This is an optimization exercise on Yosys and OpenROAD, whose aim is small area, a short achievable clock period and few clock cycles, not a production implementation.
Function was checked by simulation only, so behaviour that the tests miss may differ from the original.
No activity file was given, so power comes from the tool's default toggle rates.

==> flow/design.v <==
module phase_synthesizer #(
  parameter int ADDR_WIDTH  = 11,
  parameter int PHASE_WIDTH = 24,
  parameter int MAG_WIDTH   = 16,
  parameter int RATIO_WIDTH = 16,
  parameter int RATIO_FRAC  = 12
) (
  input  logic                   clock,
  input  logic                   reset,
  input  logic [PHASE_WIDTH-1:0] phase,
  input  logic [PHASE_WIDTH-1:0] phase_last,
  input  logic                   phases_valid,
  input  logic [ADDR_WIDTH-1:0]  k_max,
  input  logic [MAG_WIDTH-1:0]   magnitude,
  input  logic [RATIO_WIDTH-1:0] pitch_ratio,
  output logic [47:0]            m_tdata,
  output logic                   m_tvalid,
  input  logic                   m_tready,
  output logic                   m_tlast,
  output logic [15:0]            m_tuser,
  output logic                   busy,
  output logic [7:0]             dropped_count
);
  logic [23:0] ph_q, pl_q;       
  logic [10:0] k_q;              
  logic [15:0] r_q, mag_q;
  logic [23:0] s_acc_q;          
  logic [14:0] ms_q;             
  logic [15:0] mc_q;             
  logic        bw_q, ac_q;       
  logic [5:0]  cyc_q;
  logic        nphase_q, negd_q, accv_q;
  logic        busy_q, tvalid_q, tlast_q, hit_q, phit_q;
  logic [10:0] tu_q;
  logic [7:0]  drop_q;
  logic c_lt11, c_le22, c_eq23, c_eq24, c_ge24, c_lt60, c_op, c_eq59, c_rdy, c_ge26;
  assign c_lt11 = cyc_q < 6'd11;
  assign c_le22 = cyc_q <= 6'd22;
  assign c_eq23 = cyc_q == 6'd23;
  assign c_eq24 = cyc_q == 6'd24;
  assign c_ge24 = cyc_q >= 6'd24;
  assign c_lt60 = cyc_q < 6'd60;
  assign c_op   = (cyc_q >= 6'd36) && c_lt60;
  assign c_eq59 = cyc_q == 6'd59;
  assign c_rdy  = cyc_q == 6'd60;
  assign c_ge26 = cyc_q >= 6'd26;
  logic dsum, dbor;
  assign dsum = ph_q[0] ^ ~pl_q[0] ^ bw_q;
  assign dbor = (ph_q[0] & ~pl_q[0]) | (ph_q[0] & bw_q) | (~pl_q[0] & bw_q);
  logic        x;
  logic [15:0] sin, cin, fsum, fcar;
  logic        vnz;
  assign x = busy_q & ((c_lt11 & k_q[0]) | (~nphase_q & c_ge24 & c_lt60 & ph_q[0]));
  always_comb begin
    for (int j = 0; j < 16; j++) begin
      sin[j] = (j < 15) ? ms_q[j] : 1'b0;
      cin[j] = mc_q[j];
      if (j < 3 && c_eq24) begin
        sin[j] = 1'b0;
        cin[j] = 1'b0;
      end
      {fcar[j], fsum[j]} = {1'b0, sin[j]} + {1'b0, cin[j]} + {1'b0, r_q[j] & x};
    end
  end
  assign vnz = |{ms_q[2:0], mc_q[2:0]};
  logic p;
  assign p = fsum[0];
  logic aa, ab, asum, acar;
  assign aa   = accv_q & (s_acc_q[0] ^ negd_q);
  assign ab   = p & ~nphase_q;
  assign asum = aa ^ ab ^ ac_q;
  assign acar = (aa & ab) | (aa & ac_q) | (ab & ac_q);
  logic [10:0] tn;
  logic        main_n, mirr_n, hitn, phitn, fin, adv, load, negstart, updend;
  assign tn      = tu_q + 11'd1;
  assign main_n  = ~tn[10] & (tn[9:0] == k_q[9:0]);
  assign mirr_n  = tu_q[10] & (tu_q[9:0] == ~k_q[9:0]);
  assign hitn    = main_n | mirr_n;
  assign phitn   = hitn & ~tlast_q;
  assign fin     = tvalid_q & m_tready & tlast_q;
  assign adv     = tvalid_q ? (m_tready & ~tlast_q) : (busy_q & (~tlast_q | c_ge26));
  assign load    = adv & ~(phitn & ~c_rdy);
  assign negstart = tvalid_q & m_tready & phit_q & ~tu_q[10];
  assign updend  = c_op & c_eq59 & ~nphase_q;
  always_ff @(posedge clock) begin
    if (!busy_q) begin
      ph_q    <= phase;
      pl_q    <= phase_last;
      k_q     <= k_max;
      r_q     <= pitch_ratio;
      mag_q   <= magnitude;
      bw_q    <= 1'b1;
      cyc_q   <= '0;
      nphase_q <= 1'b0;
      tu_q    <= '1;
      tlast_q <= 1'b1;
    end else begin
      ph_q <= {c_ge24 ? ph_q[23] : dsum, ph_q[23:1]};
      pl_q <= {1'b0, pl_q[23:1]};
      bw_q <= dbor;
      if (c_le22) k_q <= {p, k_q[10:1]};
      else begin
        k_q[9:0] <= k_q[9:0] | {10{k_q[10]}};
        k_q[10]  <= k_q[10] | (c_eq23 & p) | (c_eq24 & vnz);
      end
      if (negstart) cyc_q <= 6'd35;
      else if (!c_rdy) cyc_q <= cyc_q + 6'd1;
      if (negstart) nphase_q <= 1'b1;
      if (load) begin
        tu_q    <= tn;
        tlast_q <= &tn;
      end
    end
    if (load) begin
      hit_q  <= hitn;
      phit_q <= phitn;
    end
    if (c_op) s_acc_q <= {asum, s_acc_q[23:1]};
    ac_q <= c_op ? acar : negd_q;
  end
  always_ff @(posedge clock or posedge reset) begin
    if (reset) begin
      ms_q <= '0;
      mc_q <= '0;
    end else begin
      ms_q <= fsum[15:1];
      mc_q <= fcar;
    end
  end
  always_ff @(posedge clock or posedge reset) begin
    if (reset) begin
      busy_q   <= 1'b0;
      tvalid_q <= 1'b0;
      drop_q   <= '0;
      accv_q   <= 1'b0;
      negd_q   <= 1'b0;
    end else begin
      if (phases_valid && busy_q && (drop_q != 8'hFF)) drop_q <= drop_q + 8'd1;
      if (!busy_q) busy_q <= phases_valid;
      else if (fin) busy_q <= 1'b0;
      if (fin) tvalid_q <= 1'b0;
      else if (adv) tvalid_q <= load;
      if (updend) accv_q <= 1'b1;
      if (negstart) negd_q <= 1'b1;
      else if (updend) negd_q <= 1'b0;
    end
  end
  assign m_tdata       = {8'h00, mag_q & {16{hit_q}}, s_acc_q & {24{phit_q}}};
  assign m_tvalid      = tvalid_q;
  assign m_tlast       = tlast_q;
  assign m_tuser       = {5'h00, tu_q};
  assign busy          = busy_q;
  assign dropped_count = drop_q;
endmodule
==> flow/run.sh <==
#!/bin/bash
# synth_recipe.tcl (not shown) runs the flow's synth.tcl, then flattens the netlist and writes it again
# the make line also repeats each setting of config.mk as NAME=value (left out here)
make -C /OpenROAD-flow-scripts/flow DESIGN_CONFIG=/design/flow/config.mk WORK_HOME=/design/flow/orfs CLKGATE_MAP_FILE= SYNTH_SCRIPT=/design/flow/synth_recipe.tcl finish
==> flow/config.mk <==
export PLATFORM = sky130hd
export DESIGN_NAME = phase_synthesizer
export DESIGN_NICKNAME = phase_synthesizer
export VERILOG_FILES = /design/flow/design.v
export SDC_FILE = /design/flow/constraint.sdc
export NUM_CORES = 4
export LEC_CHECK = 0
export CAP_MARGIN = 20
export CORE_MARGIN = 2
export CORE_UTILIZATION = 40
export SLEW_MARGIN = 20
==> flow/constraint.sdc <==
create_clock -name core_clock -period 7.0 [get_ports {clock}]
set_input_delay 1.4000 -clock core_clock [delete_from_list [all_inputs] [get_ports {clock}]]
set_output_delay 1.4000 -clock core_clock [all_outputs]
set_load 0.01 [all_outputs]
==> qor.yml <==
worst_setup_path:
  crit_chain: "buf_4 -> nand4_1 -> o41ai_2 -> buf_4 -> nand2_1 -> fa_1 -> or2_2 -> fa_1 -> inv_1"
  worst_setup_path_end_kind: "register"
  cp_max_fo: 83
  crit-reg2reg-capture: "s_acc_q[23]"
  path_delay_family: "buffers and inverters"
  crit_start: "busy_q"
  critical_path_cell_count: 9
  critical_path_class: "register to register"
  cp.arrival_ps: 3550
  r2r_start: "busy_q"
  crit_slowest_cell: "buf_4"
  cpPeakStageDelay_ps: 730
  ff2ff_setup_slack_ps: 3640
  worstSetupStartpointType: "register"
  worstPathRequired_ps: 7180
  r2r_cells: 9
  cp-endpoint: "s_acc_q[23]"
  crit_buf_inv: 3
layout:
  final_cell_mix: "clkdlybuf4s50_1 (156), dfxtp_1 (79), and2_1 (62)"
  ff_latch_area_um2: 4433
  final_area_um2: 10210
  multi_input_area_um2: 3187
  area_growth_pct: 29.96
  diodes: 0
  final_common_cell: "clkdlybuf4s50_1"
  fillerInstances: 1696
  drive_above_1_share_pct: 13.33
  post-route-util_pct: 52.65
  fin_nets: 924
logic_synthesis:
  synth_seq_area_share_pct: 56.36
  synth_edf_count: 59
  ys_warn_count: 1
  synth_cell_types: 65
  synth_cells: 661
  async_reset_ff_share_pct: 23.76
  synth_flop_cell: "dfxtp_1"
  synth_seq_cells: 181
  netlist_area_um2: 7859
  syn_area_per_cell_um2: 11.89
die:
  ioPinCount: 170
  die_area_um2: 20780
  core_um2: 19400
  die_height_um: 144.2
  placementRows: 51
  initial_core_util_pct: 40.51
  fp.dieW_um: 144.2
sta:
  worstMarginPinSlew_ps: 968.6
  period_needed_ps: 3364
  rsz0062_at_grt: "no"
  max_freq_mhz: 297.2
  setup_viol: 0
  hold_viol_final: 0
  layout_setup_ws_ps: 3636
  post-route-period-util_pct: 48.06
  slew_headroom_pct: 35.43
  timing.setup.tns_ps: 0
  clock_skew_ps: 14.25
  final_max_slew_viol_count: 0
global_route:
  grt_use_total_pct: 16.25
  gr-total-overflow: 0
  grt_max_degree: 84
  grt_pass1_wl_um: 26390
  antenna_found_initial: 0
  grt_pass1_vias: 5315
clocking:
  clk_pin_slew_ps: 70
  clk_path_buf_depth: 2
  clk_latency_ps: 420
  cts_buffers: 17
  cts_setup_buffers: 0
  cts_max_level: 4
  tritoncts: "done"
  holdBufCountCts: 0
  cts_resized: 0
  cts.sinks: 181
  clockRootBuffer: "clkbuf_16"
power_and_ir_drop:
  p_leak_nw: 3.969
  comb_power_share_pct: 36.6
  swShare_pct: 34.43
  irDropWorstVdd_v: 0.0002234
  clock_power_share_pct: 21.9
  power_density_nw_per_um2: 433.4
  pwr-share-seq_pct: 41.4
  total_power_w: 0.004427
  p_int_w: 0.002903
  switchingPower_w: 0.001524
placement:
  dp_hpwl_um: 11730
  pre_cts_ws_ps: 3110
  place_congestion: 0.9074
  place_area_um2: 9607
  io_buffers: 156
route:
  dr.first_iter.drc_count: 302
  firstDrtPassIters: 4
  drc: 0
  wl_per_cell_um: 15.14
  vias: 5377
  wirelength_um: 16400
  antenna_left: 0
  viasPerCell: 4.965
status:
  status: "complete, no violations"
min_path:
  hold_path_depth: 0
  hold_path.class: "register to register"
flow_run:
  drv_cap: 0
-- area by class of cell --
| cell class | count | share of cell area (%) |
|---|---|---|
| Clock inverter | 13 | 1.250 |
| Inverter | 16 | 0.5880 |
| Timing Repair Buffer | 160 | 15.66 |
| Sequential cell | 181 | 43.40 |
| Tap cell | 265 | 3.246 |
| Clock buffer | 19 | 4.655 |
| Multi-Input combinational cell | 429 | 31.20 |
-- layer usage --
metal | vias up | part of all wire [%] | GRT usage (%)
li1 | 2588 | - | -
met1 | 2587 | 44 | 21.06
met2 | 177 | 47 | 25.96
met3 | 25 | 6.6 | 4.967
met4 | 0 | 1.8 | 5.723
met5 | - | 0 | 0
-- stage by stage --
stage / instances / hold WS, ps
floorplan: 673 / 418.1
global placement: 1050 / 426.2
detailed placement: 1051 / 430.5
CTS: 1083 / 451.3
global route: 1083 / 461.2
finish: 1083 / 450.2
-- sequential cells by signal, indices dropped and copies added, names as in the netlist, 6 cells and up --
signal / cells
mc_q: 16
ms_q: 15
tu_q: 11
ph_q: 24
cyc_q: 6
r_q: 16
mag_q: 16
drop_q: 8
pl_q: 24
k_q: 11
s_acc_q: 24
-- cells in the mapped netlist (all sizes together), types with 2 or more instances --
master	instances	share of area, %
mux2	59	8.5
nor4	12	1.0
buf	24	2.1
dfxtp	79	20
a211o	2	0.22
mux2i	4	0.51
clkbuf	23	1.1
o211ai	3	0.29
xnor2	21	2.3
ha	7	1.1
a311oi	2	0.22
or2	3	0.24
o311ai	2	0.22
a211oi	5	0.48
fa	17	4.3
o21ai	14	0.89
or3	3	0.24
nor2	43	2.1
a21o	3	0.29
nand4	18	1.5
and3	9	0.72
nor3b	2	0.19
nor3	16	1.2
edfxtp	59	23
xor2	8	0.89
a31oi	2	0.16
nand2	34	1.6
a2111oi	3	0.33
inv	15	0.72
and2	63	5.0
nand2b	4	0.32
nand3	15	1.3
a21oi	25	1.6
dfrtp	43	14
-- power by group through the flow --
stage / Sequential (W) / Clock (W) / Combinational [W]
2_1_floorplan: 0.00174 / 0 / 0.00118
3_3_place_gp: 0.00184 / 0 / 0.00156
3_5_place_dp: 0.00186 / 0 / 0.00164
4_1_cts: 0.00184 / 0.000999 / 0.00164
5_1_grt: 0.00190 / 0.00104 / 0.00182
6_report: 0.00183 / 0.000971 / 0.00162
-- logic make-up after synthesis --
kind of cell    count (synthesis)  share of synthesized area [%]
simple gates                  230                          16.26
flops                         181                          56.36
compound gates                 70                          5.684
xor+xnor                       29                          3.232
other cells                     1                        0.04772
fa+ha+maj                      24                          5.445
buf+inv                        63                          3.964
mux                            63                          9.011
-- worst min path at each step --
stage                start     endpoint  slack [ps]
6_report       s_acc_q[20]  s_acc_q[19]         450
5_1_grt         s_acc_q[9]   s_acc_q[8]         460
3_5_place_dp   s_acc_q[13]  s_acc_q[12]         430
2_1_floorplan   s_acc_q[1]   s_acc_q[0]         420
3_3_place_gp   s_acc_q[19]  s_acc_q[18]         430
4_1_cts        s_acc_q[10]   s_acc_q[9]         450
Testbench counts, summed over its fixed seeds: cycles 50,136.

separate check: timing with driven ports:
No port has a modelled driver above. Below, the same layout with a new extraction and two added sets of constraints.
Step 1 assumes that a clkbuf_16 drives the clock port and a buf_2 every other input.
Step 2 adds t to the input delays and takes it off the output delays; t is the mean of the earliest and latest rising clock arrival at the registers after step 1. Input paths then give back, and output paths get back, about the clock's delay inside the block.
a / b / c = ideal / step 1 / step 2; a / b = the first two.
t, ns: 0.461
setup WS [ns]: 3.636 / 3.636 / 3.297
worst setup path at the end: input to register
worst register clock-pin slew, ns: 0.07 / 0.07
After both steps setup and hold are still met in this run. For this run, drivers alone change the setup slack by 0.000 ns; drivers and shift together by -0.339 ns.
